This is an optimization exercise on Yosys and OpenROAD, whose aim is small area, a short achievable clock period and few clock cycles per item, not a production implementation.
Only simulation tests tie the RTL to the original design; equivalence was not proved.
No activity file was given, so power comes from the tool's default toggle rates.

Setup of run P:
==> flow/design.v (excerpt) <==
module pwm_timer_divisor_search (
  input  logic                           clk,
  input  logic                           rst,
  input  logic                           in_valid,
  output logic                           in_stall,
  input  logic [ptds_pkg::FREQ_W-1:0]    target_frequency,
  output logic                           out_valid,
  input  logic                           out_stall,
  output logic [ptds_pkg::VALUE_W-1:0]   prescaler_value,
  output logic [ptds_pkg::VALUE_W-1:0]   period_value,
  output logic [ptds_pkg::STATUS_W-1:0]  status_code,
  input  logic                           cfg_valid,
  output logic                           cfg_ready,
  input  logic [ptds_pkg::CLOCK_W-1:0]   cfg_data
);
For scale: roughly 1400 cells after synthesis, ~140 flip-flops, roughly 110 I/O pins, about 11000 sq um of cells after synthesis.
Settings: LEC_CHECK=0, CAP_MARGIN=20, CORE_MARGIN=2, CORE_UTILIZATION=40, SETUP_SLACK_MARGIN=2.5, SLEW_MARGIN=20, TNS_END_PERCENT=0; clock period 5.0 ns.
run.sh (not shown) runs the stock make flow with config.mk's settings and CLKGATE_MAP_FILE= SYNTH_SCRIPT=/design/flow/synth_recipe.tcl, a recipe that flattens the netlist after the stock synthesis.
Testbench counts of run P, summed over its fixed seeds: cycles 22,261, items 1,024.
diff inputs: run P => run K
- SETUP_SLACK_MARGIN now 3.0, was 2.5
==> comparison <==
Diff run P..run K | synthesized area | unchanged. Run K -> run P: placeable core region delta 0, exact match. The clock tree buffer depth of run P and that of run K are within noise of each other. Reported for run K and run P, final cycle utilization of the critical path turned out identical to the last digit. Comparing run P against run K, there is no change at all in final cell count. Diff run P..run K | number of logic stages on the critical path including buffering | unchanged. Per the comparison of run K with run P, static leakage power about even, final setup skew saw little to no change, combined global-route utilization of all metal layers roughly the same, post-route cell area did not really move.

* * *

Another version of the RTL of pwm_timer_divisor_search (not shown whole).
Size: ~1500 cells after synthesis, about 110 I/O pins, roughly 0.012 mm² of cells after synthesis.
clock: 5.0 ns
lec_check: 0
cap_margin: 20
core_margin: 2
core_utilization: 40
place_density: 0.75
setup_slack_margin: 2.5
slew_margin: 20
tns_end_percent: 0
The first run finished with timing, DRC and antenna clean.
Testbench counts at the start, summed over its fixed seeds: cycles 19,501, items 1,024.
Next try:
PLACE_DENSITY = default   (was 0.75)
The new run passed the timing, DRC and antenna checks.
Hold slack is worse by 28 ps.
Combinational power goes up by 5.6%.
Via count goes down by 1.4%.
Cell count goes up by 1.4%.
Core utilization goes up by 1.1 points.
Next try:
CORE_UTILIZATION = 45   (was 40)
TNS_END_PERCENT = 5   (was 0)
Total power is lower by 0.39%.
Non-clock buffer count went down by 4.
Global-route usage increases by 1.9 points.
Routed wire length fell by 4.5%.

* * *

## east
The RTL this note starts from:
==> flow/design.v <==
package ptds_pkg;
  localparam int FREQ_W   = 32;
  localparam int CLOCK_W  = 32;
  localparam int VALUE_W  = 16;
  localparam int STATUS_W = 2;
  localparam logic [CLOCK_W-1:0]  CLOCK_RESET  = 32'd80000000;
  localparam logic [STATUS_W-1:0] STATUS_OK          = 2'd0;
  localparam logic [STATUS_W-1:0] STATUS_ZERO_FREQ   = 2'd1;
  localparam logic [STATUS_W-1:0] STATUS_ABOVE_CLOCK = 2'd2;
endpackage
module ptds_div #(
  parameter int W = 33
) (
  input  logic [W-1:0] a,
  input  logic [W-1:0] b,
  input  logic         cin,
  output logic [W-2:0] diff,
  output logic         fits
);
  localparam int N = W + 1;
  localparam int L = $clog2(N);
  logic [N-1:0] g [0:L];
  logic [N-1:0] p [0:L];
  logic [W-1:0] hp;
  always_comb begin
    hp      = a ^ ~b;
    g[0][0] = cin;
    p[0][0] = 1'b0;
    for (int i = 0; i < W; i++) begin
      g[0][i+1] = a[i] & ~b[i];
      p[0][i+1] = hp[i];
    end
    for (int l = 1; l <= L; l++) begin
      for (int i = 0; i < N; i++) begin
        if (i >= (1 << (l - 1))) begin
          g[l][i] = g[l-1][i] | (p[l-1][i] & g[l-1][i - (1 << (l - 1))]);
          p[l][i] = p[l-1][i] & p[l-1][i - (1 << (l - 1))];
        end else begin
          g[l][i] = g[l-1][i];
          p[l][i] = p[l-1][i];
        end
      end
    end
    for (int i = 0; i < W - 1; i++) begin
      diff[i] = hp[i] ^ g[L][i];
    end
    fits = g[L][W];
  end
endmodule
module pwm_timer_divisor_search (
  input  logic                           clk,
  input  logic                           rst,
  input  logic                           in_valid,
  output logic                           in_stall,
  input  logic [ptds_pkg::FREQ_W-1:0]    target_frequency,
  output logic                           out_valid,
  input  logic                           out_stall,
  output logic [ptds_pkg::VALUE_W-1:0]   prescaler_value,
  output logic [ptds_pkg::VALUE_W-1:0]   period_value,
  output logic [ptds_pkg::STATUS_W-1:0]  status_code,
  input  logic                           cfg_valid,
  output logic                           cfg_ready,
  input  logic [ptds_pkg::CLOCK_W-1:0]   cfg_data
);
  localparam int SKIP_A = 8;
  localparam int SKIP_B = 2;
  logic [31:0] timer_clock;
  logic [4:0]  clk_lz;
  logic        clk_norm;
  logic [31:0] dvs;
  logic [31:0] rem;
  logic [31:0] quo;
  logic [5:0]  cnt;
  logic        busy;
  logic        second;
  logic        q_nz;
  logic [1:0]  status;
  assign in_stall        = busy;
  assign cfg_ready       = 1'b1;
  assign prescaler_value = quo[31:16];
  assign period_value    = quo[15:0];
  assign status_code     = status;
  localparam logic [31:0] CLOCK_RESET_N  = ptds_pkg::CLOCK_RESET << 5;
  localparam logic [4:0]  CLOCK_RESET_LZ = 5'd5;
  always_ff @(posedge clk) begin
    if (rst) begin
      timer_clock <= CLOCK_RESET_N;
      clk_lz      <= CLOCK_RESET_LZ;
      clk_norm    <= 1'b0;
    end else if (cfg_valid) begin
      timer_clock <= cfg_data;
      clk_lz      <= 5'd0;
      clk_norm    <= 1'b1;
    end else if (clk_norm) begin
      if (timer_clock[31] || clk_lz == 5'd31) begin
        clk_norm <= 1'b0;
      end else begin
        timer_clock <= {timer_clock[30:0], 1'b0};
        clk_lz      <= clk_lz + 5'd1;
      end
    end
  end
  logic [32:0] trial;
  logic        load_c;
  logic [31:0] diff;
  logic        fits;
  logic [31:0] dmask;
  logic        skip_a;
  logic        skip_b;
  logic [5:0]  cnt_next;
  logic        cnt_end;
  logic        step;
  logic        last;
  always_comb begin
    trial = {rem, quo[31]};
    dmask = dvs;
    for (int sh = 1; sh < 32; sh = sh * 2) begin
      dmask = dmask | (dmask >> sh);
    end
    skip_a = dmask[SKIP_A] && ((rem & ~(dmask >> (SKIP_A + 1))) == 32'd0)
             && (cnt <= 6'(32 - SKIP_A));
    skip_b = (SKIP_B != 0) && dmask[SKIP_B]
             && ((rem & ~(dmask >> (SKIP_B + 1))) == 32'd0)
             && (cnt <= 6'(32 - SKIP_B));
    cnt_next = skip_a ? cnt + 6'(SKIP_A) : skip_b ? cnt + 6'(SKIP_B) : cnt + 6'd1;
    cnt_end  = skip_a ? (cnt == 6'(32 - SKIP_A)) :
               skip_b ? (cnt == 6'(32 - SKIP_B)) : (cnt == 6'd31);
  end
  ptds_div #(.W(33)) u_sub (
    .a    (trial),
    .b    ({1'b0, dvs}),
    .cin  (1'b1),
    .diff (diff),
    .fits (fits)
  );
  assign step = busy && !cnt[5] && !out_valid;
  assign load_c = (!busy || out_valid) && !(out_valid && out_stall);
  assign last = busy && cnt[5] && !out_valid;
  logic       f_ge_a;
  logic       f_ge_b;
  logic       f_one;
  logic       f_skip_a;
  logic       f_skip_b;
  logic       f_fits;
  always_comb begin
    f_ge_a   = |target_frequency[31:SKIP_A];
    f_ge_b   = |target_frequency[31:SKIP_B];
    f_one    = (target_frequency == 32'd1);
    f_skip_a = f_ge_a && (clk_lz <= 5'(32 - SKIP_A));
    f_skip_b = f_ge_b && (clk_lz <= 5'(32 - SKIP_B));
    f_fits   = f_one && timer_clock[31];
  end
  logic [15:0] qa;
  logic [15:0] qb;
  logic [15:0] mg [0:4];
  logic [15:0] mp [0:4];
  logic        c_lt;
  logic [16:0] u17;
  logic [15:0] a_z;
  logic [15:0] a_o;
  logic [15:0] psc;
  logic [16:0] psc1;
  logic        psc_zero;
  logic [1:0]  st_next;
  always_comb begin
    qa = quo[31:16];
    qb = quo[15:0];
    mg[0] = qa & ~qb;
    mp[0] = ~(qa ^ qb);
    for (int l = 1; l <= 4; l++) begin
      for (int i = 0; i < 16; i++) begin
        if (i >= (1 << (l - 1))) begin
          mg[l][i] = mg[l-1][i] | (mp[l-1][i] & mg[l-1][i - (1 << (l - 1))]);
          mp[l][i] = mp[l-1][i] & mp[l-1][i - (1 << (l - 1))];
        end else begin
          mg[l][i] = mg[l-1][i];
          mp[l][i] = mp[l-1][i];
        end
      end
    end
    c_lt = mg[4][15];
    u17[0] = mp[0][0] ^ ~c_lt;
    for (int i = 1; i < 16; i++) begin
      u17[i] = mp[0][i] ^ (mg[4][i-1] | (mp[4][i-1] & ~c_lt));
    end
    u17[16] = mp[4][15];
    a_z[0] = 1'b1;
    a_o[0] = 1'b1;
    for (int i = 1; i < 16; i++) begin
      a_z[i] = a_z[i-1] & ~qa[i-1];
      a_o[i] = a_o[i-1] & qa[i-1];
    end
    for (int i = 0; i < 16; i++) begin
      psc[i]  = qa[i] ^ (c_lt & a_z[i]);
      psc1[i] = qa[i] ^ (~c_lt & a_o[i]);
    end
    psc1[16] = ~c_lt & (&qa);
    psc_zero = (qa == 16'd0) || (qa == 16'd1 && qb == 16'd0);
    if (dvs == 32'd0)      st_next = ptds_pkg::STATUS_ZERO_FREQ;
    else if (!q_nz)        st_next = ptds_pkg::STATUS_ABOVE_CLOCK;
    else                   st_next = ptds_pkg::STATUS_OK;
  end
  logic done;
  always_comb begin
    done = (step && second && cnt_end)
        || (last && (st_next != ptds_pkg::STATUS_OK || psc_zero));
  end
  always_ff @(posedge clk) begin
    if (rst) begin
      busy      <= 1'b0;
      out_valid <= 1'b0;
    end else begin
      if (out_valid && !out_stall) out_valid <= 1'b0;
      if (!busy) begin
        if (in_valid) busy <= 1'b1;
      end else if (done) begin
        busy      <= 1'b0;
        out_valid <= 1'b1;
      end
    end
  end
  always_ff @(posedge clk) begin
    if (!busy) begin
      dvs    <= target_frequency;
      second <= 1'b0;
      if (f_skip_a) begin
        rem  <= {{(32 - SKIP_A){1'b0}}, timer_clock[31:32-SKIP_A]};
        q_nz <= 1'b0;
        cnt  <= {1'b0, clk_lz} + 6'(SKIP_A);
        if (load_c) quo <= {timer_clock[31-SKIP_A:0], {SKIP_A{1'b0}}};
      end else if (f_skip_b) begin
        rem  <= {{(32 - SKIP_B){1'b0}}, timer_clock[31:32-SKIP_B]};
        q_nz <= 1'b0;
        cnt  <= {1'b0, clk_lz} + 6'(SKIP_B);
        if (load_c) quo <= {timer_clock[31-SKIP_B:0], {SKIP_B{1'b0}}};
      end else begin
        rem  <= {31'd0, timer_clock[31] && !f_one};
        q_nz <= f_fits;
        cnt  <= {1'b0, clk_lz} + 6'd1;
        if (load_c) quo <= {timer_clock[30:0], f_fits};
      end
    end else if (step) begin
      if (skip_a) begin
        rem <= {rem[31-SKIP_A:0], quo[31:32-SKIP_A]};
        quo <= {quo[31-SKIP_A:0], {SKIP_A{second}}};
      end else if (skip_b) begin
        rem <= {rem[31-SKIP_B:0], quo[31:32-SKIP_B]};
        quo <= {quo[31-SKIP_B:0], {SKIP_B{second}}};
      end else begin
        rem <= fits ? diff : trial[31:0];
        quo <= {quo[30:0], fits ^ second};
        q_nz <= q_nz | fits;
      end
      cnt <= cnt_next;
    end else if (last) begin
      status <= st_next;
      second <= 1'b1;
      dvs    <= {15'd0, psc1};
      rem    <= {31'd0, u17[16]};
      cnt    <= 6'd16;
      if (st_next != ptds_pkg::STATUS_OK) begin
        quo <= 32'd0;
      end else if (psc_zero) begin
        quo <= {16'd0, ~u17[15:0]};
      end else begin
        quo <= {u17[15:0], psc};
      end
    end else if (load_c) begin
      quo  <= timer_clock;
      rem  <= 32'd0;
      q_nz <= 1'b0;
      cnt  <= {1'b0, clk_lz};
    end
  end
endmodule
export LEC_CHECK = 0
export CAP_MARGIN = 20
export CORE_MARGIN = 2
export CORE_UTILIZATION = 40
export SETUP_SLACK_MARGIN = 2.5
export SLEW_MARGIN = 20
export TNS_END_PERCENT = 0
create_clock -name core_clock -period 5.0 [get_ports {clk}]
Testbench counts of east, summed over its fixed seeds: cycles 19,326, items 1,024.
The following lists how west was set up differently from east:
Settings: ABC_AREA newly set to 1.
## What came out
- west ended with more net load switching power than east.
- In the metrics for west and east, the one carrying the lower final cell utilization of the core is east.
- In west, the worst slack at placement came out 570 ps above the value in east.
- west ended with less adder-cell share of the synthesized area than east.
- Looking at the reports, west completed the entire flow and the layout it produced met the timing, DRC and antenna checks.

## re-timing with driven ports
In the flow no input, the clock included, has a driving cell. The finished layouts below were timed again as built, in two steps.
Step 1 sets driving cells, clkbuf_16 on the clock port and buf_2 on the other inputs (assumed; they add their load-dependent delay and slew).
Step 2 also shifts input and output timing later by t, the mid clock arrival at the registers, as if the neighbouring blocks saw the same clock.
Three values: ideal, step 1, step 2; two values: the first two.
run | shift t [ns] | setup slack, ns | worst hold slack (ns) | clock arrival spread, ns | slew at the worst register clock pin (ns)
run P | 0.480 | 1.884 / 1.884 / 1.884 | 0.507 / 0.507 / 0.507 | 0.018 / 0.018 | 0.08 / 0.08
run K | 0.480 | 1.884 / 1.884 / 1.884 | 0.507 / 0.507 / 0.507 | 0.018 / 0.018 | 0.08 / 0.08
the first run of note 2 | 0.490 | 1.891 / 1.848 / 1.891 | 0.580 / 0.580 / 0.580 | 0.013 / 0.013 | 0.07 / 0.07
the second run of note 2 | 0.487 | 1.979 / 1.979 / 1.561 | 0.552 / 0.552 / 0.552 | 0.016 / 0.016 | 0.07 / 0.07
the third run of note 2 | 0.481 | 1.892 / 1.892 / 1.530 | 0.545 / 0.545 / 0.545 | 0.016 / 0.017 | 0.08 / 0.08
east | 0.502 | 1.648 / 1.648 / 1.204 | 0.581 / 0.581 / 0.581 | 0.012 / 0.012 | 0.08 / 0.08
west | 0.506 | 2.144 / 2.120 / 1.703 | 0.470 / 0.470 / 0.470 | 0.020 / 0.020 | 0.08 / 0.08
After both steps every run listed still meets setup and hold. The setup slack of east, which loses most, moves by 0.000 ns with the drivers and by -0.444 ns with both steps.
